Source: an optimization exercise on an open RTL-to-GDS flow (aim: a short achievable clock period and few clock cycles). Production flows keep margins and buffers that such runs may drop.
Function was checked by simulation only, so behaviour that the tests miss may differ from the original.
Power is estimated from default activity; no workload was simulated.

### design/flow/config.mk
export PLATFORM = sky130hd
export DESIGN_NAME = mipsPipeline
export DESIGN_NICKNAME = mipsPipeline
export VERILOG_FILES = /design/flow/design.v
export SDC_FILE = /design/flow/constraint.sdc
export NUM_CORES = 4
export LEC_CHECK = 0
export CAP_MARGIN = 20
export CORE_MARGIN = 10
export CORE_UTILIZATION = 50
export PLACE_DENSITY = 0.65
export SETUP_SLACK_MARGIN = 5
export SLEW_MARGIN = 20
export SYNTH_HIERARCHICAL = 1
export SYNTH_MINIMUM_KEEP_SIZE = 0
export ADDER_MAP_FILE =
### design/flow/constraint.sdc
create_clock -name core_clock -period 8.0 [get_ports {clk}]
set_input_delay 1.6000 -clock core_clock [delete_from_list [all_inputs] [get_ports {clk}]]
set_output_delay 1.6000 -clock core_clock [all_outputs]
set_load 0.01 [all_outputs]
### design/flow/design.v
package mipsPkg;
    typedef logic [31:0] wordT;
    typedef logic [29:0] wordAddrT;
    typedef logic [4:0]  regIdxT;
    typedef logic [15:0] immT;
    localparam wordT ResetPc = 32'h0000_0000;
    localparam int   NumRegs = 32;
    typedef enum logic [5:0] {
        opRtype = 6'h00,
        opJ     = 6'h02,
        opBeq   = 6'h04,
        opAddi  = 6'h08,
        opLw    = 6'h23,
        opSw    = 6'h2b
    } opcodeT;
    typedef enum logic [5:0] {
        fnAdd = 6'h20,
        fnSub = 6'h22,
        fnAnd = 6'h24,
        fnOr  = 6'h25,
        fnSlt = 6'h2a
    } functT;
    typedef enum logic [2:0] {
        aluAdd = 3'd0,
        aluSub = 3'd1,
        aluAnd = 3'd2,
        aluOr  = 3'd3,
        aluSlt = 3'd4
    } aluCtrlT;
    typedef enum logic [1:0] {
        fwdNone = 2'd0,
        fwdMem  = 2'd1,
        fwdWb   = 2'd2
    } fwdSelT;
    typedef struct packed {
        logic    regWrite;
        logic    memRead;
        logic    memWrite;
        logic    branch;
        logic    aluSrcImm;
        aluCtrlT aluCtrl;
    } ctrlT;
    typedef struct packed {
        wordT instr;
        wordT pcPlus4;
    } ifIdRegT;
    typedef struct packed {
        ctrlT   ctrl;
        regIdxT rs;
        regIdxT rt;
        regIdxT wsel;
        wordT   opA;
        wordT   opB;
        wordT   imm;
        wordT   branchTarget;
    } idExRegT;
    typedef struct packed {
        logic   regWrite;
        logic   memRead;
        logic   memWrite;
        logic   branch;
        logic   zero;
        wordT   aluOut;
        wordT   storeData;
        regIdxT wsel;
        wordT   branchTarget;
    } exMemRegT;
    typedef struct packed {
        logic   regWrite;
        logic   memRead;
        wordT   aluOut;
        wordT   loadData;
        regIdxT wsel;
    } memWbRegT;
endpackage
`timescale 1ns/1ns
module registerFile (
    input  logic          clk,
    input  logic          rst_n,
    input  logic [31:1]   writeSel,
    input  logic [31:0]   writeData,
    output logic [991:0]  q             
);
    logic [31:0] regs [1:31];
    always_ff @(posedge clk or negedge rst_n) begin
        if (!rst_n) begin
            for (int i = 1; i < 32; i++) begin
                regs[i] <= '0;
            end
        end else begin
            for (int i = 1; i < 32; i++) begin
                if (writeSel[i]) regs[i] <= writeData;
            end
        end
    end
    always_comb begin
        for (int i = 1; i < 32; i++) begin
            q[32*(i-1) +: 32] = regs[i];
        end
    end
endmodule
module readTree (
    input  logic [991:0] q,
    input  logic [31:0]  wb,
    input  logic [31:0]  wd,
    input  logic [31:0]  im,
    input  logic [31:1]  selR,
    input  logic         selWb,
    input  logic         selWd,
    input  logic         selIm,
    output logic [31:0]  y
);
    logic [33:0] s;
    assign s = {selIm, selWd, selWb, selR};
    for (genvar b = 0; b < 32; b++) begin : gBit
        logic [33:0] d;
        logic [16:0] l1;
        logic [5:0]  l2;
        logic [1:0]  l3;
        for (genvar i = 0; i < 31; i++) begin : gD
            assign d[i] = q[32*i + b];
        end
        assign d[31] = wb[b];
        assign d[32] = wd[b];
        assign d[33] = im[b];
        for (genvar k = 0; k < 17; k++) begin : gL1
            rtAoi22 u (.a1(s[2*k]), .b1(d[2*k]), .a2(s[2*k+1]), .b2(d[2*k+1]), .y(l1[k]));
        end
        for (genvar k = 0; k < 5; k++) begin : gL2
            rtNand3 u (.a(l1[3*k]), .b(l1[3*k+1]), .c(l1[3*k+2]), .y(l2[k]));
        end
        ksNand2 uL2 (.a(l1[15]), .b(l1[16]), .y(l2[5]));
        rtNor3 uL3a (.a(l2[0]), .b(l2[1]), .c(l2[2]), .y(l3[0]));
        rtNor3 uL3b (.a(l2[3]), .b(l2[4]), .c(l2[5]), .y(l3[1]));
        ksNand2 uL4 (.a(l3[0]), .b(l3[1]), .y(y[b]));
    end
endmodule
module rtAoi22 (input logic a1, b1, a2, b2, output logic y);
    assign y = ~((a1 & b1) | (a2 & b2));
endmodule
module rtNand3 (input logic a, b, c, output logic y);
    assign y = ~(a & b & c);
endmodule
module rtNor3 (input logic a, b, c, output logic y);
    assign y = ~(a | b | c);
endmodule
`timescale 1ns/1ns
module fetchNext (
    input  logic [31:0] ins,
    input  logic [29:0] pc,
    input  logic [29:0] takenTgt,   
    input  logic        taken,      
    input  logic        stall,
    input  logic        hold,       
    input  logic        run,        
    input  logic        predT,      
    output logic [29:0] pc1,
    output logic [29:0] next,
    output logic        redir,      
    output logic        predTk      
);
    logic        isJ, take;
    logic [5:0]  lo;
    logic [24:0] hiUp, hiDn;
    logic [29:0] jt, bt, tgt, seq;
    logic        sT, sR, sS, sH, ok;
    assign pc1  = pc + 30'd1;
    assign hiUp = pc[29:5] + 25'd1;
    assign hiDn = pc[29:5] - 25'd1;
    logic        stay;
    fetchDecide fetchDecide_i (.ins(ins), .taken(taken), .predT(predT), .stall(stall),
                               .isJ(isJ), .redir(redir), .predTk(predTk), .take(take),
                               .stay(stay));
    assign lo    = {1'b0, pc[4:0]} + {1'b0, ins[4:0]} + 6'd1;
    assign jt    = {pc1[29:26], ins[25:0]};
    assign bt    = {ins[15] ? (lo[5] ? pc[29:5] : hiDn) : (lo[5] ? hiUp : pc[29:5]), lo[4:0]};
    assign seq = stall ? pc : pc1;
    assign tgt = isJ ? jt : bt;
    assign ok  = run & ~hold;
    assign sT  = taken & ok;
    assign sR  = take & ok;              
    assign sS  = stay & ok;              
    assign sH  = hold & run;
    for (genvar i = 0; i < 30; i++) begin : gNext
        mux4oh u (.s0(sT), .d0(takenTgt[i]), .s1(sR), .d1(tgt[i]), .s2(sS), .d2(seq[i]),
                  .s3(sH), .d3(pc[i]), .y(next[i]));
    end
endmodule
module fetchDecide (
    input  logic [31:0] ins,
    input  logic        taken,
    input  logic        predT,      
    input  logic        stall,      
    output logic        isJ,
    output logic        redir,      
    output logic        predTk,     
    output logic        take,
    output logic        stay
);
    logic [4:0] x;
    logic       sameRsRt, opHi0, isBeqOp, isBs, allZ, allO, short;
    assign x        = ~(ins[25:21] ^ ins[20:16]);
    assign sameRsRt = &x;
    assign opHi0    = ~(ins[31] | ins[30] | ins[29] | ins[26]);
    assign isJ      = opHi0 & ~ins[28] &  ins[27];
    assign isBeqOp  = opHi0 &  ins[28] & ~ins[27];
    assign isBs     = isBeqOp & sameRsRt;
    assign allZ     = ~(|ins[15:5]);
    assign allO     = &ins[15:5];
    assign short    = allZ | allO;
    assign redir    = isJ | (isBs & short);
    assign predTk   = isBeqOp & ~sameRsRt & short & predT & ~stall;
    assign take     = (redir | predTk) & ~taken;
    assign stay     = ~(redir | predTk | taken);
endmodule
module mux3oh (input logic s0, d0, s1, d1, s2, d2, output logic y);
    logic n01;
    rtAoi22 u01 (.a1(s0), .b1(d0), .a2(s1), .b2(d1), .y(n01));
    logic n2;
    ksNand2 u2 (.a(s2), .b(d2), .y(n2));
    ksNand2 uy (.a(n01), .b(n2), .y(y));
endmodule
module mux4oh (input logic s0, d0, s1, d1, s2, d2, s3, d3, output logic y);
    logic n01, n23;
    rtAoi22 u01 (.a1(s0), .b1(d0), .a2(s1), .b2(d1), .y(n01));
    rtAoi22 u23 (.a1(s2), .b1(d2), .a2(s3), .b2(d3), .y(n23));
    ksNand2 uy (.a(n01), .b(n23), .y(y));
endmodule
`timescale 1ns/1ns
module aluFwd (
    input  logic [31:0] a,
    input  logic [31:0] b,           
    input  logic        bInv,        
    input  logic        opArith,     
    input  logic        opAnd,
    input  logic        opOr,
    input  logic        opSlt,
    input  logic [31:0] loadData,    
    input  logic        selA,
    input  logic        selB,
    input  logic        selS,
    input  logic        invNext,     
    input  logic [31:0] altA,
    input  logic [31:0] altB,        
    input  logic [31:0] altS,
    output logic [31:0] res,
    output logic [31:0] nextA,
    output logic [31:0] nextB,
    output logic [31:0] nextS,
    output logic        eq
);
    logic [31:0] sum, early;
    logic        lt;
    ksAdd32 ksAdd32_i (.a(a), .b(b), .cin(bInv), .s(sum), .eq(eq));
    assign lt    = (a[31] == b[31]) ? a[31] : sum[31];
    assign early = ({32{opAnd}} & (a & b)) | ({32{opOr}} & (a | b)) | loadData;
    assign res   = ({32{opArith}} & sum) | {31'd0, opSlt && lt} | early;
    assign nextA = ({32{selA && opArith}} & sum) | {31'd0, selA && opSlt && lt} |
                   ({32{selA}} & early) | altA;
    assign nextB = ((({32{selB && opArith}} & sum) | {31'd0, selB && opSlt && lt} |
                     ({32{selB}} & early)) ^ {32{selB && invNext}}) | altB;
    assign nextS = ({32{selS && opArith}} & sum) | {31'd0, selS && opSlt && lt} |
                   ({32{selS}} & early) | altS;
endmodule
module ksAdd32 (
    input  logic [31:0] a,
    input  logic [31:0] b,
    input  logic        cin,
    output logic [31:0] s,
    output logic        eq
);
    logic [31:0] p;
    logic [5:0][31:0] G;
    logic [5:0][31:0] P;
    assign p = a ^ b;
    assign G[0][0]    = ~((a[0] & b[0]) | (p[0] & cin));
    assign G[0][31:1] = ~(a[31:1] & b[31:1]);
    assign P[0]       = ~(a ^ b);
    for (genvar l = 0; l < 5; l++) begin : gLevel
        localparam int D = 1 << l;
        for (genvar i = 0; i < 32; i++) begin : gBit
            if (i >= 2 * D) begin : gBlack
                if (l % 2 == 1) begin : gN
                    ksBlackN u (.gh(G[l][i]), .ph(P[l][i]), .gl(G[l][i-D]), .pl(P[l][i-D]),
                                .gn(G[l+1][i]), .pn(P[l+1][i]));
                end else begin : gP
                    ksBlackP u (.ghN(G[l][i]), .phN(P[l][i]), .glN(G[l][i-D]), .plN(P[l][i-D]),
                                .g(G[l+1][i]), .p(P[l+1][i]));
                end
            end else if (i >= D) begin : gGray
                if (l % 2 == 1) begin : gN
                    ksGrayN u (.gh(G[l][i]), .ph(P[l][i]), .gl(G[l][i-D]), .gn(G[l+1][i]));
                end else begin : gP
                    ksGrayP u (.ghN(G[l][i]), .phN(P[l][i]), .glN(G[l][i-D]), .g(G[l+1][i]));
                end
                assign P[l+1][i] = 1'b0;     
            end else begin : gPass
                assign G[l+1][i] = ~G[l][i];
                assign P[l+1][i] = 1'b0;
            end
        end
    end
    assign s[0]    = p[0] ^ cin;
    assign s[31:1] = p[31:1] ^ G[5][30:0];
    logic [15:0] e1;
    logic [7:0]  e2;
    logic [3:0]  e3;
    logic [1:0]  e4;
    for (genvar i = 0; i < 16; i++) begin : gEq1
        ksNor2 u (.a(p[2*i]), .b(p[2*i+1]), .y(e1[i]));
    end
    for (genvar i = 0; i < 8; i++) begin : gEq2
        ksNand2 u (.a(e1[2*i]), .b(e1[2*i+1]), .y(e2[i]));
    end
    for (genvar i = 0; i < 4; i++) begin : gEq3
        ksNor2 u (.a(e2[2*i]), .b(e2[2*i+1]), .y(e3[i]));
    end
    for (genvar i = 0; i < 2; i++) begin : gEq4
        ksNand2 u (.a(e3[2*i]), .b(e3[2*i+1]), .y(e4[i]));
    end
    ksNor2 uEq5 (.a(e4[0]), .b(e4[1]), .y(eq));
endmodule
module ksBlackN (input logic gh, ph, gl, pl, output logic gn, pn);
    assign gn = ~(gh | (ph & gl));
    assign pn = ~(ph & pl);
endmodule
module ksGrayN (input logic gh, ph, gl, output logic gn);
    assign gn = ~(gh | (ph & gl));
endmodule
module ksBlackP (input logic ghN, phN, glN, plN, output logic g, p);
    assign g = ~(ghN & (phN | glN));
    assign p = ~(phN | plN);
endmodule
module ksGrayP (input logic ghN, phN, glN, output logic g);
    assign g = ~(ghN & (phN | glN));
endmodule
module ksNor2 (input logic a, b, output logic y);
    assign y = ~(a | b);
endmodule
module ksNand2 (input logic a, b, output logic y);
    assign y = ~(a & b);
endmodule
module mux3ohW #(
    parameter int W = 1
) (
    input  logic         sq,
    input  logic [W-1:0] q,
    input  logic         sm,
    input  logic [W-1:0] m,
    input  logic         sd,
    input  logic [W-1:0] d,
    output logic [W-1:0] y
);
    for (genvar i = 0; i < W; i++) begin : gBit
        mux3oh u (.s0(sq), .d0(q[i]), .s1(sm), .d1(m[i]), .s2(sd), .d2(d[i]), .y(y[i]));
    end
endmodule
module portSel (
    input  logic hold,
    input  logic fromM,
    output logic sq,
    output logic sm,
    output logic sd
);
    assign sq = hold;
    assign sm = !hold && fromM;
    assign sd = !hold && !fromM;
endmodule
module stallOr (input logic a, b, output logic y);
    assign y = a | b;
endmodule
`timescale 1ns/1ns
module mipsPipeline (
    input  logic        clk,
    input  logic        rst_n,
    output logic [29:0] icacheAddr,
    input  logic [31:0] icacheRdata,
    input  logic        icacheStall,
    output logic        dcacheRen,
    output logic        dcacheWen,
    output logic [29:0] dcacheAddr,
    output logic [31:0] dcacheWdata,
    input  logic [31:0] dcacheRdata,
    input  logic        dcacheStall
);
    localparam logic [5:0] OpR = 6'h00, OpJ = 6'h02, OpBeq = 6'h04, OpAddi = 6'h08,
                           OpLw = 6'h23, OpSw = 6'h2b;
    localparam logic [5:0] FnAdd = 6'h20, FnSub = 6'h22, FnAnd = 6'h24, FnOr = 6'h25,
                           FnSlt = 6'h2a;
    logic       freeze;
    logic [9:0] fz;
    assign freeze = fz[9];
    for (genvar k = 0; k < 10; k++) begin : gFz
        stallOr u (.a(icacheStall), .b(dcacheStall), .y(fz[k]));
    end
    logic [29:0] pc;             
    logic        dValid;
    logic [31:0] dIns;
    logic [29:0] dPc1;
    logic        dPred;          
    logic        dAE, dAM, dAW, dBE, dBM, dBW, dBI, dSE, dSM, dSW, dInvB;
    logic [31:1] dAR, dBR, dSR;
    logic        eRegWrite, eRead, eWrite, eBeq;    
    logic        eELoad;                            
    logic        eArith, eInv, eAnd, eOr, eSlt;
    logic [4:0]  eWsel;
    logic [31:0] eA, eB, eS;
    logic [29:0] eBt;
    logic        ePred;
    logic [29:0] eFall;          
    logic [5:0]  eIdx;           
    logic        mRegWrite, mRead;
    logic [4:0]  mWsel;
    logic [31:1] mWsel1h;
    logic [31:0] wsel1h;         
    logic [31:0] mAlu;
    logic        pRen, pWen;
    logic [29:0] pAddr;
    logic [31:0] pWdata;
    logic [31:0] wbData;
    logic        wRegWrite;
    logic [31:1] wWsel1h;
    logic [31:0] wData;
    logic [31:0] aluOut;
    logic        stallD;
    logic        takenE;
    logic [29:0] dBt;
    logic [29:0] pc1, pcNext;
    logic        fRedir, fPredTk;
    logic [1:0]  bpCtr [64];
    logic        fPred;
    always_ff @(posedge clk or negedge rst_n) begin
        if (!rst_n) begin
            fPred <= 1'b0;
        end else if (!fz[0]) begin
            if (takenE || fRedir || fPredTk) fPred <= 1'b0;
            else if (!stallD)                fPred <= bpCtr[pc1[5:0]][1];
        end
    end
    logic [29:0] icAddr;
    assign icacheAddr = icAddr;
    always_ff @(posedge clk) begin
        icAddr <= pcNext;
    end
    fetchNext fetchNext_i (
        .ins      (icacheRdata),
        .pc       (pc),
        .takenTgt (ePred ? eFall : eBt),
        .taken    (takenE),
        .stall    (stallD),
        .hold     (fz[0]),
        .run      (rst_n),
        .predT    (fPred),
        .predTk   (fPredTk),
        .pc1      (pc1),
        .next     (pcNext),
        .redir    (fRedir)
    );
    always_ff @(posedge clk or negedge rst_n) begin
        if (!rst_n) begin
            pc <= '0;
        end else begin
            pc <= pcNext;
        end
    end
    always_ff @(posedge clk or negedge rst_n) begin
        if (!rst_n) begin
            dValid <= 1'b0;
        end else if (!fz[0]) begin
            if (takenE)           dValid <= 1'b0;
            else if (!stallD)     dValid <= !fRedir;
        end
    end
    always_ff @(posedge clk) begin
        if (!fz[0] && !stallD) begin
            dIns   <= icacheRdata;
            dPc1   <= pc1;
            dPred  <= fPredTk;
        end
    end
    logic [5:0]  op, fn;
    logic [4:0]  rs, rt, rd, wsel;
    logic [31:0] immExt;
    logic        isR, isAddi, isLw, isSw, isBeq, useImm;
    logic        regWrite, usesRs, usesRt;
    logic [31:0] valA, valB, valS, nextA, nextB, nextS;
    assign op = dIns[31:26];
    assign fn = dIns[5:0];
    assign rs = dIns[25:21];
    assign rt = dIns[20:16];
    assign rd = dIns[15:11];
    assign immExt = {{16{dIns[15]}}, dIns[15:0]};
    assign isR    = dValid && (op == OpR) &&
                    (fn == FnAdd || fn == FnSub || fn == FnAnd || fn == FnOr || fn == FnSlt);
    assign isAddi = dValid && (op == OpAddi);
    assign isLw   = dValid && (op == OpLw);
    assign isSw   = dValid && (op == OpSw);
    assign isBeq  = dValid && (op == OpBeq);
    logic [31:0] dBtSum;
    ksAdd32 addBt_i (.a({2'b00, dPc1}), .b({2'b00, immExt[29:0]}), .cin(1'b0), .s(dBtSum), .eq());
    assign dBt    = dBtSum[29:0];
    assign useImm = (op == OpAddi) || (op == OpLw) || (op == OpSw);
    assign wsel     = (op == OpR) ? rd : rt;
    assign regWrite = (isR || isAddi || isLw) && (wsel != 5'd0);
    assign usesRs   = isR || isAddi || isLw || isSw || isBeq;
    assign usesRt   = isR || isSw || isBeq;
    logic [991:0] regQ;
    registerFile registerFile_i (
        .clk       (clk),
        .rst_n     (rst_n),
        .writeSel  (wWsel1h),
        .writeData (wData),
        .q         (regQ)
    );
    readTree readA_i (.q(regQ), .wb(wbData), .wd(wData), .im(immExt),
                      .selR(dAR), .selWb(dAM), .selWd(dAW), .selIm(1'b0), .y(valA));
    readTree readB_i (.q(regQ), .wb(wbData), .wd(wData), .im(immExt),
                      .selR(dBR), .selWb(dBM), .selWd(dBW), .selIm(dBI), .y(valB));
    readTree readS_i (.q(regQ), .wb(wbData), .wd(wData), .im(immExt),
                      .selR(dSR), .selWb(dSM), .selWd(dSW), .selIm(1'b0), .y(valS));
    logic matchEB;
    assign matchEB = eRegWrite && (eWsel == rt);
    logic early;
    assign early = (isLw || (isSw && !matchEB)) && (rs == 5'd0) && !(eRead || eWrite);
    logic [4:0]  rsN, rtN;
    logic [5:0]  opN, fnN;
    logic        immN, hitEA, hitMA, hitWA, hitEB, hitMB, hitWB;
    logic [31:0] rsN1h, rtN1h;
    assign rsN   = stallD ? rs : icacheRdata[25:21];
    assign rtN   = stallD ? rt : icacheRdata[20:16];
    assign opN   = stallD ? op : icacheRdata[31:26];
    assign fnN   = stallD ? fn : icacheRdata[5:0];
    assign immN  = (opN == OpAddi) || (opN == OpLw) || (opN == OpSw);
    assign hitEA = !stallD && regWrite && (wsel == rsN);
    assign hitMA = eRegWrite && (eWsel == rsN);
    assign hitWA = mRegWrite && (mWsel == rsN);
    assign hitEB = !stallD && regWrite && (wsel == rtN);
    assign hitMB = eRegWrite && (eWsel == rtN);
    assign hitWB = mRegWrite && (mWsel == rtN);
    logic [31:1] pend1h;
    always_comb begin
        pend1h = mWsel1h | wsel1h[31:1];
        if (!stallD && regWrite) pend1h[wsel] = 1'b1;
    end
    logic validN, isRN, usesRsN, usesRtN, stallNext;
    assign validN    = stallD ? dValid : !fRedir;
    assign isRN      = (opN == OpR) &&
                       (fnN == FnAdd || fnN == FnSub || fnN == FnAnd || fnN == FnOr || fnN == FnSlt);
    assign usesRsN   = isRN || (opN == OpAddi) || (opN == OpLw) || (opN == OpSw) || (opN == OpBeq);
    assign usesRtN   = isRN || (opN == OpSw) || (opN == OpBeq);
    assign stallNext = !stallD && !takenE && validN && isLw && !early && regWrite &&
                       ((usesRsN && wsel == rsN) || (usesRtN && wsel == rtN));
    always_ff @(posedge clk or negedge rst_n) begin
        if (!rst_n) begin
            stallD <= 1'b0;
        end else if (!fz[0]) begin
            stallD <= stallNext;
        end
    end
    always_comb begin
        rsN1h = '0;
        rtN1h = '0;
        rsN1h[rsN] = 1'b1;
        rtN1h[rtN] = 1'b1;
    end
    always_ff @(posedge clk) begin
        if (!fz[1]) begin
            dAE   <= hitEA;
            dAM   <= !hitEA && hitMA;
            dAW   <= !hitEA && !hitMA && hitWA;
            dAR   <= rsN1h[31:1] & ~pend1h;
            dBE   <= !immN && hitEB;
            dBM   <= !immN && !hitEB && hitMB;
            dBW   <= !immN && !hitEB && !hitMB && hitWB;
            dBI   <= immN;
            dBR   <= rtN1h[31:1] & ~pend1h & {31{!immN}};
        end
    end
    always_ff @(posedge clk) begin
        if (!fz[2]) begin
            dSE   <= hitEB;
            dSM   <= !hitEB && hitMB;
            dSW   <= !hitEB && !hitMB && hitWB;
            dSR   <= rtN1h[31:1] & ~pend1h;
            dInvB <= (opN == OpR) && (fnN == FnSub || fnN == FnSlt);
        end
    end
    always_ff @(posedge clk or negedge rst_n) begin
        if (!rst_n) begin
            eRegWrite <= 1'b0;
            eRead     <= 1'b0;
            eWrite    <= 1'b0;
            eELoad    <= 1'b0;
            eBeq      <= 1'b0;
        end else if (!fz[3]) begin
            if (takenE || stallD) begin
                eRegWrite <= 1'b0;
                eRead     <= 1'b0;
                eWrite    <= 1'b0;
                eELoad    <= 1'b0;
                eBeq      <= 1'b0;
            end else begin
                eRegWrite <= regWrite;
                eRead     <= isLw && !early;
                eWrite    <= isSw && !early;
                eELoad    <= isLw && early;
                eBeq      <= isBeq;
            end
        end
    end
    logic        pRenNext, pWenNext;
    logic [29:0] pAddrNext;
    logic [31:0] pWdataNext;
    logic [3:0] pSelQ, pSelM, pSelD;
    logic [63:0] pMuxQ, pMuxM, pMuxD, pMuxY;
    assign pMuxQ = {2'b00, pAddr, pWdata};
    assign pMuxM = {2'b00, aluOut[31:2], eS};
    assign pMuxD = {2'b00, immExt[31:2], valS};
    for (genvar k = 0; k < 4; k++) begin : gPort
        portSel sel_i (.hold(fz[8]), .fromM(eRead || eWrite),
                       .sq(pSelQ[k]), .sm(pSelM[k]), .sd(pSelD[k]));
        mux3ohW #(.W(16)) mux_i (
            .sq (pSelQ[k]), .q (pMuxQ[16*k +: 16]),
            .sm (pSelM[k]), .m (pMuxM[16*k +: 16]),
            .sd (pSelD[k]), .d (pMuxD[16*k +: 16]),
            .y  (pMuxY[16*k +: 16])
        );
    end
    assign {pAddrNext, pWdataNext} = pMuxY[61:0];
    mux3ohW #(.W(2)) muxPen_i (
        .sq (freeze && rst_n), .q ({pRen, pWen}),
        .sm (!freeze && (eRead || eWrite) && rst_n), .m ({eRead, eWrite}),
        .sd (!freeze && !(eRead || eWrite) && rst_n), .d ({isLw && early && !takenE && !stallD,
                                   isSw && early && !takenE && !stallD}),
        .y  ({pRenNext, pWenNext})
    );
    always_ff @(posedge clk) begin
        pRen <= pRenNext;
        pWen <= pWenNext;
    end
    always_ff @(posedge clk) begin
        pAddr  <= pAddrNext;
        pWdata <= pWdataNext;
    end
    always_ff @(posedge clk) begin
        if (!fz[3]) begin
            eArith <= isR ? (fn == FnAdd || fn == FnSub) : !(isLw && early);
            eInv   <= isR && (fn == FnSub || fn == FnSlt);
            eAnd  <= isR && fn == FnAnd;
            eOr   <= isR && fn == FnOr;
            eSlt  <= isR && fn == FnSlt;
            eWsel <= wsel;
            eA    <= nextA;
        end
    end
    always_ff @(posedge clk) begin
        if (!fz[4]) begin
            eB    <= nextB;
        end
    end
    always_ff @(posedge clk) begin
        if (!fz[5]) begin
            eS    <= nextS;
            eBt   <= dBt;
            ePred <= dPred;
            eFall <= dPc1;
            eIdx  <= dPc1[5:0] - 6'd1;
        end
    end
    logic eqE;
    aluFwd aluFwd_i (
        .a        (eA),
        .b        (eB),
        .bInv     (eInv),
        .opArith  (eArith),
        .opAnd    (eAnd),
        .opOr     (eOr),
        .opSlt    (eSlt),
        .loadData ({32{eELoad}} & dcacheRdata),
        .selA     (dAE),
        .selB     (dBE),
        .selS     (dSE),
        .altA     (valA),
        .invNext  (dInvB),
        .altB     (valB ^ {32{dInvB && !dBE}}),
        .altS     (valS),
        .res      (aluOut),
        .nextA    (nextA),
        .nextB    (nextB),
        .nextS    (nextS),
        .eq       (eqE)
    );
    assign takenE = eBeq && (eqE != ePred);
    logic       bpUpd, bpTaken;
    logic [5:0] bpIdx;
    always_ff @(posedge clk or negedge rst_n) begin
        if (!rst_n) begin
            bpUpd <= 1'b0;
        end else if (!freeze) begin
            bpUpd <= eBeq;
        end
    end
    always_ff @(posedge clk) begin
        if (!freeze) begin
            bpTaken <= eqE;
            bpIdx   <= eIdx;
        end
    end
    always_ff @(posedge clk or negedge rst_n) begin
        if (!rst_n) begin
            for (int i = 0; i < 64; i++) bpCtr[i] <= 2'b01;
        end else if (!freeze && bpUpd) begin
            if (bpTaken) bpCtr[bpIdx] <= (bpCtr[bpIdx] == 2'b11) ? 2'b11 : bpCtr[bpIdx] + 2'b01;
            else         bpCtr[bpIdx] <= (bpCtr[bpIdx] == 2'b00) ? 2'b00 : bpCtr[bpIdx] - 2'b01;
        end
    end
    always_comb begin
        wsel1h = '0;
        wsel1h[eWsel] = eRegWrite;
    end
    always_ff @(posedge clk or negedge rst_n) begin
        if (!rst_n) begin
            mRegWrite <= 1'b0;
            mRead     <= 1'b0;
            mWsel1h   <= '0;
        end else if (!fz[6]) begin
            mRegWrite <= eRegWrite;
            mRead     <= eRead;
            mWsel1h   <= wsel1h[31:1];
        end
    end
    always_ff @(posedge clk) begin
        if (!fz[6]) begin
            mWsel <= eWsel;
            mAlu  <= aluOut;
        end
    end
    assign dcacheRen   = pRen;
    assign dcacheWen   = pWen;
    assign dcacheAddr  = pAddr;
    assign dcacheWdata = pWdata;
    assign wbData      = mRead ? dcacheRdata : mAlu;
    always_ff @(posedge clk or negedge rst_n) begin
        if (!rst_n) begin
            wRegWrite <= 1'b0;
            wWsel1h   <= '0;
        end else if (!fz[7]) begin
            wRegWrite <= mRegWrite;
            wWsel1h   <= mWsel1h;
        end
    end
    always_ff @(posedge clk) begin
        if (!fz[7]) begin
            wData <= wbData;
        end
    end
endmodule
### design/flow/flow/run.sh
#!/bin/bash
cp standard.sh standard_sh.txt
cp config.mk config_orig.txt
echo 'export ADDER_MAP_FILE =' >> config.mk
bash standard.sh MATCH_CELL_FOOTPRINT=0 "BUFFER_PORTS_ARGS=-buffer_cell sky130_fd_sc_hd__buf_4" finish > standard.log 2>&1
### design/flow/standard.sh
#!/bin/bash
# synth_recipe.tcl (not shown) runs the flow's synth.tcl, then flattens the netlist and writes it again
# the make line also repeats each setting of config.mk as NAME=value (left out here)
make -C /OpenROAD-flow-scripts/flow DESIGN_CONFIG=/design/flow/config.mk WORK_HOME=/design/flow/orfs CLKGATE_MAP_FILE= SYNTH_SCRIPT=/design/flow/synth_recipe.tcl "${@:-finish}"
==> results of run 1 <==
==> metal layers <==
layer	global-route usage	up-vias
met3	0.100	1581
met2	0.501	6003
met1	0.467	43500
met5	0.00269	-
met4	0.238	12
li1	-	34200
==> power breakdown <==
part | switching, mW | total (mW) | internal (mW)
Sequential | 2.62 | 13.4 | 10.8
Clock | 3.90 | 8.99 | 5.09
Combinational | 3.34 | 7.22 | 3.88
Total | 9.86 | 29.6 | 19.7
==> path summary, 6_finish.rpt <==
| path | slack (ns) | startpoint | end | cells past startpoint |
|---|---|---|---|---|
| max | 4.86 | dIns[26] | dSR[14] | 10 |
| min | 0.42 | dPred | ePred | 0 |
| max reg2reg | 4.86 | dIns[26] | dSR[14] | 10 |
| min reg2reg | 0.42 | dPred | ePred | 0 |
| max in group asynchronous | 5.31 | rst_n | bpCtr[40][1] | 3 |
| min in group asynchronous | 0.64 | rst_n | registerFile_i.regs[15][27] | 1 |
==> repair_timing <==
item | in CTS | in global routing
setup endpoints to repair | 470 | 405
gates resized for setup | 259 | 253
gates cloned | 11 | 21
setup buffers | 76 | 122
hold endpoints to repair | 0 | 0
pin swaps | 44 | 168
hold buffers | 0 | 0
==> stage by stage <==
step | area, um2 | cells | util
after detailed placement | 111000 | 11500 | 0.526
after global placement | 111000 | 11500 | 0.526
after global routing | 121000 | 12100 | 0.577
after floorplan | 107000 | 8678 | -
final | 121000 | 12100 | 0.577
after CTS | 119000 | 11900 | 0.565
==> cell type report <==
cell class,count,area share
multi-input combinational,6424,0.497
sequential,1733,0.373
timing repair buffer,617,0.0454
clock buffer,269,0.0444
tap,2805,0.0289
clock inverter,87,0.00704
inverter,126,0.00427
antenna,3,0.0000619
timing repair inverter,1,0.0000412
==> worst max-delay path: cells and delay by family, from the launching register on <==
kind / cells / cell delay, ns
simple gates: 6 / 1.60
compound gates: 2 / 0.51
flops: 1 / 0.40
buf+inv: 2 / 0.39
==> sequential cells by signal, summed over array words and instances, names as in the netlist, 6 cells and up <==
name                 cells
pAddr                   30
eB                      32
registerFile_i.regs    992
eIdx                     6
eA                      32
dBR                     31
dIns                    32
mWsel1h                 31
wData                   32
mAlu                    32
pc                      30
dPc1                    30
dAR                     31
eS                      32
dSR                     31
eBt                     30
pWdata                  32
wWsel1h                 31
icAddr                  30
eFall                   30
bpCtr                  128
bpIdx                    6
==> impl_metrics.csv, run 1 <==
group,metric,value,unit
worst_setup_path,crit_required,8.60,ns
route,vias_per_cell,7.06,
place,place_ws,3.67,ns
sta,timing.fmax,318,MHz
floorplan,start_util,0.504,
global_route,grt.total_usage,0.353,
sta,period_share,0.393,
worst_setup_path,slowest_delay,0.44,ns
logic_synthesis,syn_inst,8613,
sta,clock_skew,0.0392,ns
worst_setup_path,crit_slowest_cell,"or3_4",
worst_setup_path,path_cells,"or3_4 > or3_4 > buf_6 > o32ai_4 > nand3b_1 > buf_6 > nor3_4 > a221o_1 > or2_4 > nor2_1",
route,met1_length,167,mm
route,wl_per_cell,35.7,um
route,route.detailed.drc,0,
pwr,power.total,29.6,mW
clock_tree,cts_tree,"done",
route,num_vias,85200,
sta,hold_viol,0,
job,max_cap_violations,0,
finish,final_common_cell,"a22oi_2",
sta,whs,0.422,ns
finish,final_cell_mix,"a22oi_2 (1,759), dfrtp_1 (1,118), nand2_1 (840), mux2_2 (719), nand3_1 (528)",
clock_tree,cts_buffers,189,
floorplan,die_w,480,um
floorplan,die_area,231000,um2
route,ant_nets,0,
sta,finalSetupViolCount,0,
worst_setup_path,startpoint_type,"register",
worst_setup_path,setup.worst_path.class,"register to register",
floorplan,num_rows,168,
global_route,gr-total-overflow,0,
route,met2WireLength,178,mm
clock_tree,clock-sinks,1733,
finish,nFillCells,17100,
finish,multi_input_area,60300,um2
route,drt-initial-drc-count,11300,
sta,drv_slew,0,
finish,nets,9160,
sta,worst_pin_slew,1.21,ns
hold_path,hold_path.class,"register to register",
clock_tree,htreeDepth,4,
pwr,leakagePower,44.4,nW
clock_tree,clk_path_buf_depth,3,
route,highest_layer,"met5",
place,hpwl,255,mm
place,globalplace.congestion,0.970,
worst_setup_path,critPathArrivalTime,3.74,ns
sta,fin_setup_tns,0,ns
route,drt_first_pass_iters,10,
route,finalWirelength,430,mm
floorplan,die_h,480,um
pwr,peakVddDrop,0.264,mV
clock_tree,clk_latency,0.87,ns
clock_tree,clk_pin_slew,0.06,ns
sta,fin_ws,4.86,ns
floorplan,boundaryPins,162,
global_route,grt_max_degree,161,
logic_synthesis,avgSynthCellArea,12.3,um2
finish,ff_latch_area,45200,um2
logic_synthesis,ys.warnings.count,10,
pwr,p_per_area,244,nW/um2
finish,area_growth,14.6,%
finish,drive_above_1_share,0.526,
status,status,"finished clean",
floorplan,core,210000,um2
sta,period_needed,3.14,ns
logic_synthesis,netlist_area,106000,um2
global_route,antenna_found_initial,12,
worst_setup_path,crit_fanout,5,
place,io_buffer_count,161,
clock_tree,cts-root-buf,"clkbuf_16",
sta,slew_headroom,0.195,
worst_setup_path,endpoint_kind,"register",
sta,rsz0062_at_grt,"true",
route,route.met3.wl,48.8,mm
global_route,grt_pass1_vias,82900,
global_route,grt_pass1_wl,602,mm
Testbench counts, summed over its fixed seeds: cycles 154,328.
==> inputs of run 2 (changes only) <==
--- a/design/flow/design.v
+++ b/design/flow/design.v
@@ -235,6 +235,7 @@
     input  logic        opAnd,
     input  logic        opOr,
     input  logic        opSlt,
+    input  logic        opLoad,      
     input  logic [31:0] loadData,    
     input  logic        selA,
     input  logic        selB,
@@ -249,16 +250,19 @@
     output logic [31:0] nextS,
     output logic        eq
 );
-    logic [31:0] sum, early;
-    logic        lt;
-    ksAdd32 ksAdd32_i (.a(a), .b(b), .cin(bInv), .s(sum), .eq(eq));
+    logic [31:0] sum, early, carry, sumB;
+    logic        lt, invB;
+    ksAdd32 ksAdd32_i (.a(a), .b(b), .cin(bInv), .s(sum), .c(carry), .eq(eq));
+    assign invB = selB && invNext;
+    assign sumB = (a ^ b ^ {32{invB}}) ^ carry;
     assign lt    = (a[31] == b[31]) ? a[31] : sum[31];
     assign early = ({32{opAnd}} & (a & b)) | ({32{opOr}} & (a | b)) | loadData;
     assign res   = ({32{opArith}} & sum) | {31'd0, opSlt && lt} | early;
     assign nextA = ({32{selA && opArith}} & sum) | {31'd0, selA && opSlt && lt} |
                    ({32{selA}} & early) | altA;
-    assign nextB = ((({32{selB && opArith}} & sum) | {31'd0, selB && opSlt && lt} |
-                     ({32{selB}} & early)) ^ {32{selB && invNext}}) | altB;
+    assign nextB = ({32{selB && opArith}} & sumB) |
+                   ({32{selB && (opAnd || opOr || opLoad)}} & (early ^ {32{invB}})) |
+                   ((selB && opSlt) ? {{31{invNext}}, lt ^ invNext} : 32'd0) | altB;
     assign nextS = ({32{selS && opArith}} & sum) | {31'd0, selS && opSlt && lt} |
                    ({32{selS}} & early) | altS;
 endmodule
@@ -267,6 +271,7 @@
     input  logic [31:0] b,
     input  logic        cin,
     output logic [31:0] s,
+    output logic [31:0] c,         
     output logic        eq
 );
     logic [31:0] p;
@@ -300,6 +305,7 @@
             end
         end
     end
+    assign c       = {G[5][30:0], cin};
     assign s[0]    = p[0] ^ cin;
     assign s[31:1] = p[31:1] ^ G[5][30:0];
     logic [15:0] e1;
@@ -398,6 +404,7 @@
     logic [31:0] dIns;
     logic [29:0] dPc1;
     logic        dPred;          
+    logic [31:1] dW1h;           
     logic        dAE, dAM, dAW, dBE, dBM, dBW, dBI, dSE, dSM, dSW, dInvB;
     logic [31:1] dAR, dBR, dSR;
     logic        eRegWrite, eRead, eWrite, eBeq;    
@@ -476,6 +483,7 @@
             dIns   <= icacheRdata;
             dPc1   <= pc1;
             dPred  <= fPredTk;
+            dW1h   <= fW1h[31:1];
         end
     end
     logic [5:0]  op, fn;
@@ -497,7 +505,8 @@
     assign isSw   = dValid && (op == OpSw);
     assign isBeq  = dValid && (op == OpBeq);
     logic [31:0] dBtSum;
-    ksAdd32 addBt_i (.a({2'b00, dPc1}), .b({2'b00, immExt[29:0]}), .cin(1'b0), .s(dBtSum), .eq());
+    ksAdd32 addBt_i (.a({2'b00, dPc1}), .b({2'b00, immExt[29:0]}), .cin(1'b0), .s(dBtSum),
+                     .c(), .eq());
     assign dBt    = dBtSum[29:0];
     assign useImm = (op == OpAddi) || (op == OpLw) || (op == OpSw);
     assign wsel     = (op == OpR) ? rd : rt;
@@ -538,10 +547,21 @@
     assign hitMB = eRegWrite && (eWsel == rtN);
     assign hitWB = mRegWrite && (mWsel == rtN);
     logic [31:1] pend1h;
+    logic [5:0]  opF, fnF;
+    logic        wrF;
+    logic [4:0]  wselF;
+    logic [31:0] fW1h;
+    assign opF   = icacheRdata[31:26];
+    assign fnF   = icacheRdata[5:0];
+    assign wrF   = ((opF == OpR) &&
+                    (fnF == FnAdd || fnF == FnSub || fnF == FnAnd || fnF == FnOr || fnF == FnSlt)) ||
+                   (opF == OpAddi) || (opF == OpLw);
+    assign wselF = (opF == OpR) ? icacheRdata[15:11] : icacheRdata[20:16];
     always_comb begin
-        pend1h = mWsel1h | wsel1h[31:1];
-        if (!stallD && regWrite) pend1h[wsel] = 1'b1;
+        fW1h = '0;
+        fW1h[wselF] = wrF;
     end
+    assign pend1h = mWsel1h | wsel1h[31:1] | (dW1h & {31{dValid && !stallD}});
     logic validN, isRN, usesRsN, usesRtN, stallNext;
     assign validN    = stallD ? dValid : !fRedir;
     assign isRN      = (opN == OpR) &&
@@ -676,6 +696,7 @@
         .opAnd    (eAnd),
         .opOr     (eOr),
         .opSlt    (eSlt),
+        .opLoad   (eELoad),
         .loadData ({32{eELoad}} & dcacheRdata),
         .selA     (dAE),
         .selB     (dBE),
@@ -691,7 +712,7 @@
         .eq       (eqE)
     );
     assign takenE = eBeq && (eqE != ePred);
-    logic       bpUpd, bpTaken;
+    logic       bpUpd;
     logic [5:0] bpIdx;
     always_ff @(posedge clk or negedge rst_n) begin
         if (!rst_n) begin
@@ -700,18 +721,20 @@
             bpUpd <= eBeq;
         end
     end
+    logic [1:0] bpCur, bpNew;
+    assign bpCur = bpCtr[eIdx];
     always_ff @(posedge clk) begin
         if (!freeze) begin
-            bpTaken <= eqE;
-            bpIdx   <= eIdx;
+            bpIdx <= eIdx;
+            if (eqE) bpNew <= (bpCur == 2'b11) ? 2'b11 : bpCur + 2'b01;
+            else     bpNew <= (bpCur == 2'b00) ? 2'b00 : bpCur - 2'b01;
         end
     end
     always_ff @(posedge clk or negedge rst_n) begin
         if (!rst_n) begin
             for (int i = 0; i < 64; i++) bpCtr[i] <= 2'b01;
         end else if (!freeze && bpUpd) begin
-            if (bpTaken) bpCtr[bpIdx] <= (bpCtr[bpIdx] == 2'b11) ? 2'b11 : bpCtr[bpIdx] + 2'b01;
-            else         bpCtr[bpIdx] <= (bpCtr[bpIdx] == 2'b00) ? 2'b00 : bpCtr[bpIdx] - 2'b01;
+            bpCtr[bpIdx] <= bpNew;
         end
     end
     always_comb begin
==> run 2 against run 1 <==
- total power increased by 3.5%
- area after synthesis grew 2.2%
- highest routed layer unchanged
- sequential power is essentially flat
- non-clock buffer count shrank 59
- sequential cell count is 32 higher
- routed wire length rose by 1.1%
- still clean on timing, DRC and antenna
- design area grew 0.63%
- cell count grew 0.40%
==> impl_metrics.csv, run 2 <==
group,metric,value,unit
route,ant_nets,0,
worst_setup_path,critPathArrivalTime,3.66,ns
global_route,use_met2,0.497,
sta,fin_setup_tns,0,ns
sta,period_needed,3.09,ns
place,place_area,113000,um2
worst_setup_path,r2r_setup_slack,4.91,ns
pwr,peakVddDrop,0.219,mV
clock_tree,clk_path_buf_depth,3,
worst_setup_path,path_cells,"buf_4 > a22oi_2 > nand3_1 > nor3_2 > nand2_1 > xnor2_1 > nor2_1 > o221ai_1",
logic_synthesis,ys.warnings.count,10,
finish,final_common_cell,"a22oi_2",
worst_setup_path,slowest_delay,0.69,ns
job,max_cap_violations,0,
worst_setup_path,crit_buf_inv,1,
global_route,grt.total_usage,0.351,
worst_setup_path,crit_slowest_cell,"nor3_2",
global_route,grt_busiest_layer,"met2",
worst_setup_path,crit_required,8.58,ns
sta,hold_viol,0,
worst_setup_path,endpoint_kind,"register",
hold_path,worstHoldPathCells,0,
clock_tree,clk_latency,0.90,ns
pwr,seq_power_share,0.441,
route,drt_first_pass_iters,8,
clock_tree,clock-sinks,1765,
place,io_buffer_count,161,
global_route,grt_pass1_wl,611,mm
pwr,p_sw_frac,0.333,
clock_tree,htreeDepth,4,
finish,largest_reg_flops,992,
pwr,p_sw,10.2,mW
route,wl_per_cell,35.9,um
clock_tree,cts_tree,"done",
finish,final_cell_mix,"a22oi_2 (1,758), dfrtp_1 (1,118), mux2_2 (838), nand2_1 (705), nand3_1 (542)",
clock_tree,cts_buffers,195,
sta,finalSetupViolCount,0,
global_route,gr-total-overflow,0,
worst_setup_path,cp_top_family,"simple AND/OR/NAND/NOR gates",
worst_setup_path,r2r_start,"dBR[8]",
clock_tree,cts-root-buf,"clkbuf_16",
floorplan,core,215000,um2
status,status,"finished clean",
place,dp.cells,11600,
finish,max_flop_register,"registerFile_i.regs",
sta,worst_pin_slew,1.12,ns
sta,clock_skew,0.0400,ns
finish,final_cells,12100,
worst_setup_path,crit_fanout,32,
worst_setup_path,startpoint_type,"register",
global_route,grt_util_met3,0.102,
worst_setup_path,regToRegEndpoint,"eB[1]",
route,finalWirelength,435,mm
pwr,power.total,30.6,mW
worst_setup_path,setup.worst_path.class,"register to register",
hold_path,hold_path.class,"register to register",
finish,finish.instance_area,122000,um2
floorplan,num_rows,170,
worst_setup_path,r2r_cells,8,
route,num_vias,85200,
sta,timing.fmax,324,MHz
clock_tree,ctsHoldBuffers,0,
route,route.detailed.drc,0,
floorplan,die_h,485,um
route,vias_per_cell,7.03,
pwr,power_frac_comb,0.249,
logic_synthesis,syn_inst,8729,
pwr,p_int,20.4,mW
hold_path,worstHoldStart,"dPred",
floorplan,boundaryPins,162,
global_route,grt_pass1_vias,83600,
finish,utilization,0.568,
sta,fin_ws,4.91,ns
floorplan,die_area,235000,um2
logic_synthesis,netlist_area,108000,um2
sta,drv_slew,0,
sta,rsz0062_at_grt,"true",
hold_path,hold_end,"ePred",
logic_synthesis,avgSynthCellArea,12.4,um2
pwr,p_per_area,251,nW/um2
global_route,grt_max_degree,153,
pwr,leakagePower,45.0,nW
route,drt-initial-drc-count,10700,
finish,nets,9171,
pwr,pwr-share-clk,0.309,
finish,nFillCells,17800,
sta,slew_headroom,0.251,
place,hpwl,258,mm
place,globalplace.congestion,0.958,
sta,period_share,0.386,
finish,reg.largest.list,"registerFile_i.regs: 992 flops, bpCtr: 128 flops",
place,place_ws,3.66,ns
floorplan,die_w,485,um
global_route,grtUsageMet1,0.459,
clock_tree,clk_pin_slew,0.06,ns
global_route,antenna_found_initial,11,
finish,area_growth,12.9,%
finish,drive_above_1_share,0.511,
floorplan,start_util,0.503,
sta,whs,0.425,ns
==> run 2: routing by layer <==
| metal | wire [um] | vias to the layer above | share of wire |
|---|---|---|---|
| met4 | 36200 | 13 | 0.083 |
| met2 | 181000 | 5814 | 0.42 |
| met1 | 170000 | 43600 | 0.39 |
| met3 | 48100 | 1483 | 0.11 |
| li1 | - | 34300 | - |
| met5 | 168 | - | 0.00039 |
==> run 2: how the worst max path moves through the flow <==
stage                          from  slack (ns)            end  cells past startpoint
finish                       dBR[8]        4.91          eB[1]                      8
CTS                       icAddr[3]        4.94  icacheAddr[3]                      1
global route                  eB[6]        4.93          eA[0]                     10
global placement    icacheRdata[30]        3.70         pc[27]                     11
floorplan                  dIns[15]        3.46            dAM                      5
detailed placement  icacheRdata[30]        3.66         pc[27]                     11
==> run 2: power groups by stage <==
stage | sequential, mW | clock, mW | combinational, mW
after global routing | 13.8 | 9.91 | 8.01
after global placement | 13.4 | 0 | 7.16
after detailed placement | 13.6 | 0 | 7.29
final | 13.5 | 9.49 | 7.65
after floorplan | 13.3 | 0 | 5.36
after CTS | 13.4 | 9.55 | 7.39
==> run 2: cell type report <==
class	count	area, um2	area share
Timing Repair Buffer	558	4740	0.0389
Multi-Input combinational cell	6479	60600	0.496
Sequential cell	1765	46200	0.378
Antenna cell	3	7.51	0.0000615
Inverter	104	418	0.00342
Clock buffer	266	5540	0.0454
Clock inverter	100	1100	0.00898
Tap cell	2838	3550	0.0291
==> run 2: timing repair <==
action                                  4_1_cts  5_1_grt
endpoints found under the setup margin      475      517
resized for setup                           191      120
setup buffers                                67       99
pin swaps                                    23       84
gates cloned                                  3        6
hold endpoints to repair                      0        0
Testbench counts of run 2, summed over its fixed seeds: cycles 154,328.

## separate check: timing with driven ports
The results above use ideal ports. As a check the final layouts listed here were re-extracted and re-timed, cells and wires unchanged. Step 1 (the two cells are an assumption about what drives the block):
set clk [get_ports {clk}]
set_driving_cell -lib_cell sky130_fd_sc_hd__clkbuf_16 $clk
set_driving_cell -lib_cell sky130_fd_sc_hd__buf_2 [delete_from_list [all_inputs] $clk]
Step 2 also shifts input and output timing later by t, the mid clock arrival at the registers, as if the neighbouring blocks saw the same clock. Three values: ideal ports, drivers, drivers and shift; two values: the first two.
run	shift t [ns]	setup WS [ns]	worst hold slack (ns)	clock arrival spread, ns	worst register clock-pin slew, ns
run 1	0.947	4.857 / 4.857 / 4.074	0.422 / 0.422 / 0.422	0.045 / 0.045	0.07 / 0.07
run 2	0.974	4.912 / 4.878 / 4.123	0.425 / 0.425 / 0.425	0.043 / 0.043	0.07 / 0.07
After both steps setup and hold are still met in every run listed. For run 2, which loses most, drivers alone change the setup slack by -0.034 ns; drivers and shift together by -0.789 ns.
